From an optimization exercise on the open Yosys and OpenROAD flow, aimed at small area; shortcuts taken in it are not production practice.
Only simulation tests tie the RTL to the original design; equivalence was not proved.
No activity file was given, so power comes from the tool's default toggle rates.

## ho2mx_rx_splitter
module ho2mx_rx_splitter #(
    parameter int DATA_W = 512,
    parameter int USER_W = 10,
    parameter int CNT_W  = 32
) (
    input  logic                  clk,
    input  logic                  rst,
    input  logic                  in_tvalid,
    output logic                  in_tready,
    input  logic [DATA_W-1:0]     in_tdata,
    input  logic [DATA_W/8-1:0]   in_tkeep,
    input  logic                  in_tlast,
    input  logic [USER_W-1:0]     in_tuser_vendor,
    output logic                  req_tvalid,
    input  logic                  req_tready,
    output logic [DATA_W-1:0]     req_tdata,
    output logic [DATA_W/8-1:0]   req_tkeep,
    output logic                  req_tlast,
    output logic [USER_W-1:0]     req_tuser_vendor,
    output logic                  cpl_tvalid,
    input  logic                  cpl_tready,
    output logic [DATA_W-1:0]     cpl_tdata,
    output logic [DATA_W/8-1:0]   cpl_tkeep,
    output logic                  cpl_tlast,
    output logic [USER_W-1:0]     cpl_tuser_vendor,
    output logic [CNT_W-1:0]      req_pkt_cnt,
    output logic [CNT_W-1:0]      cpl_pkt_cnt
);
    logic sop_q, route_q;
    logic eff_req_s, accept_s, enq_req_s, enq_cpl_s, req_full_s, cpl_full_s;
    assign eff_req_s = sop_q ? (in_tdata[28:24] == 5'b00000) : route_q;
    assign in_tready = !rst && (eff_req_s ? !req_full_s : !cpl_full_s);
    assign accept_s  = in_tvalid && in_tready;
    assign enq_req_s = accept_s && eff_req_s;
  ...
Size in the first run: about 2400 flip-flops, ~1800 I/O pins.
Settings: LEC_CHECK=0, CAP_MARGIN=20, CORE_AREA=5 5 675 675, DIE_AREA=0 0 680 680, PLACE_DENSITY=0.75, SLEW_MARGIN=20, SYNTH_HIERARCHICAL=1, SYNTH_MINIMUM_KEEP_SIZE=0; clock period 5.0 ns.
standard.sh (not shown) runs the stock make flow with config.mk's settings and CLKGATE_MAP_FILE= SYNTH_SCRIPT=/design/flow/synth_recipe.tcl, a recipe that flattens the netlist after the stock synthesis.
==> flow/flow/run.sh <==
#!/bin/bash
# ORFS layout as standard.sh runs it, with three changes:
#  - synthesis maps logic with an area-oriented ABC script (flow/synth.tcl, flow/area.abc);
#  - ports get sky130_fd_sc_hd__buf_1 buffers;
#  - the clock tree uses clkbuf_8 above clusters of at most 10 registers, each driven by a
#    clkbuf_4, and no dummy loads.
set -euo pipefail
HERE=$(pwd)
export AREA_ABC_SCRIPT=$HERE/flow/area.abc
export BUFFER_PORTS_ARGS="-buffer_cell sky130_fd_sc_hd__buf_1"
export CTS_ARGS="-sink_clustering_enable -repair_clock_nets -dont_use_dummy_load -buf_list {sky130_fd_sc_hd__clkbuf_8} -sink_clustering_buffer sky130_fd_sc_hd__clkbuf_4 -sink_clustering_size 10 -sink_clustering_max_diameter 40"
sed "s#SYNTH_SCRIPT=[^ ]*#SYNTH_SCRIPT=$HERE/flow/synth.tcl#" standard.sh > own_standard.sh
grep -q "SYNTH_SCRIPT=$HERE/flow/synth.tcl" own_standard.sh
bash own_standard.sh > make.log 2>&1
==> flow/flow/area.abc <==
&get -n
&st
&dch
&nf -R 1000
&put
==> flow/flow/synth.tcl <==
# synth_recipe.tcl (the standard synthesis), with ABC's mapping script swapped for an
# area-oriented one (flow/area.abc). Everything else, including the flip-flop mapping, is unchanged.
proc synth {args} { yosys synth -nofsm -noshare {*}$args }
proc use_area_abc {n1 n2 op} {
  upvar #0 abc_args a
  set i [lsearch -exact $a -script]
  if { $i >= 0 && [lindex $a [expr {$i + 1}]] ne $::env(AREA_ABC_SCRIPT) } {
    lset a [expr {$i + 1}] $::env(AREA_ABC_SCRIPT)
  }
}
trace add variable ::abc_args write use_area_abc
source $::env(SCRIPTS_DIR)/synth.tcl
# left out here: clear keep_hierarchy, flatten, clean up, hide names made inside functions, write 1_2_yosys.v
Rerun with:
- PLACE_DENSITY: 0.75 -> default
After rerunning:
- first-iteration DRC count went down by 17%
- worst setup slack gains 0.71 ns
- utilization is about the same
- cell area barely changes
- maximum frequency increases by about 20%
- worst hold slack got worse by 0.011 ns
- total power hardly moves
- non-clock buffer count goes down by 1
- routed wire length drops by about 3.4%
- clock skew rose by 0.013 ns
Rerun with:
==> flow/flow/run.sh (replaced) <==
#!/bin/bash
# ORFS layout as standard.sh runs it, with three changes:
#  - synthesis maps logic with an area-oriented ABC script (flow/synth.tcl, flow/area.abc);
#  - ports get sky130_fd_sc_hd__buf_1 buffers;
#  - the clock tree uses small clock buffers and no dummy loads.
set -euo pipefail
HERE=$(pwd)
export AREA_ABC_SCRIPT=$HERE/flow/area.abc
export BUFFER_PORTS_ARGS="-buffer_cell sky130_fd_sc_hd__buf_1"
export CTS_ARGS="-sink_clustering_enable -repair_clock_nets -dont_use_dummy_load -buf_list {sky130_fd_sc_hd__clkbuf_4} -sink_clustering_size 8 -sink_clustering_max_diameter 40"
sed "s#SYNTH_SCRIPT=[^ ]*#SYNTH_SCRIPT=$HERE/flow/synth.tcl#" standard.sh > own_standard.sh
grep -q "SYNTH_SCRIPT=$HERE/flow/synth.tcl" own_standard.sh
bash own_standard.sh > make.log 2>&1
- critical path depth grows by 1
- fmax decreases by 13%
- die area stays the same
Rerun with:
==> flow/flow/run.sh (replaced) <==
#!/bin/bash
# ORFS layout as standard.sh runs it, with three changes:
#  - synthesis maps logic with an area-oriented ABC script (flow/synth.tcl, flow/area.abc);
#  - ports get sky130_fd_sc_hd__buf_1 buffers;
#  - the clock tree uses clkbuf_8 above clusters of at most 10 registers, each driven by a
#    clkbuf_4, and no dummy loads.
set -euo pipefail
HERE=$(pwd)
export AREA_ABC_SCRIPT=$HERE/flow/area.abc
export BUFFER_PORTS_ARGS="-buffer_cell sky130_fd_sc_hd__buf_1"
export CTS_ARGS="-sink_clustering_enable -repair_clock_nets -dont_use_dummy_load -buf_list {sky130_fd_sc_hd__clkbuf_8} -sink_clustering_buffer sky130_fd_sc_hd__clkbuf_4 -sink_clustering_size 10 -sink_clustering_max_diameter 40"
sed "s#SYNTH_SCRIPT=[^ ]*#SYNTH_SCRIPT=$HERE/flow/synth.tcl#" standard.sh > own_standard.sh
grep -q "SYNTH_SCRIPT=$HERE/flow/synth.tcl" own_standard.sh
bash own_standard.sh > make.log 2>&1
- CAP_MARGIN: 20 -> 5
- SLEW_MARGIN: 20 -> 5
Count of clock-buffer cells in the layout came out lower by 30.
Non-clock buffer count is lower by 587.
Worst hold slack loses 0.043 ns.
Final area fell by 5.8%.
Global-route usage went down by 0.26 points.
Register-to-register slack is better by 0.08 ns.
Synthesized cell count is unchanged.

==> separate check: timing with driven ports <==
The flow's constraints put no driver on any port. The routed layouts listed below were extracted and timed again, unchanged, in two steps.
Step 1, drivers: a clkbuf_16 drives clk and a buf_2 each remaining input, both assumed.
Step 2 moves the port delays by t, midway between the first and last clock arrival at a register: inputs arrive t later, outputs are due t later. That takes back most of the time a late clock gives input paths.
Three values: no drivers, after step 1, after step 2; two values: the first two.
| run | t, ns | setup WS [ns] | hold WS [ns] | worst register clock-pin slew, ns | pins driven straight from the clock port |
|---|---|---|---|---|---|
| the first run | 1.090 | 0.533 / 0.469 / 0.469 | 0.265 / 0.199 / 0.414 | 0.12 / 0.12 | 1 |
| the second run | 1.099 | 1.245 / 1.165 / 1.165 | 0.254 / 0.192 / 0.376 | 0.12 / 0.12 | 1 |
| the third run | 1.448 | 0.700 / 0.599 / 0.599 | 0.297 / 0.223 / 0.343 | 0.10 / 0.10 | 1 |
| the fourth run | 1.099 | 1.245 / 1.165 / 1.165 | 0.254 / 0.192 / 0.376 | 0.12 / 0.12 | 1 |
After both steps every run listed still meets setup and hold. The setup slack of the third run, which loses most, moves by -0.101 ns with the drivers and by -0.101 ns with both steps.
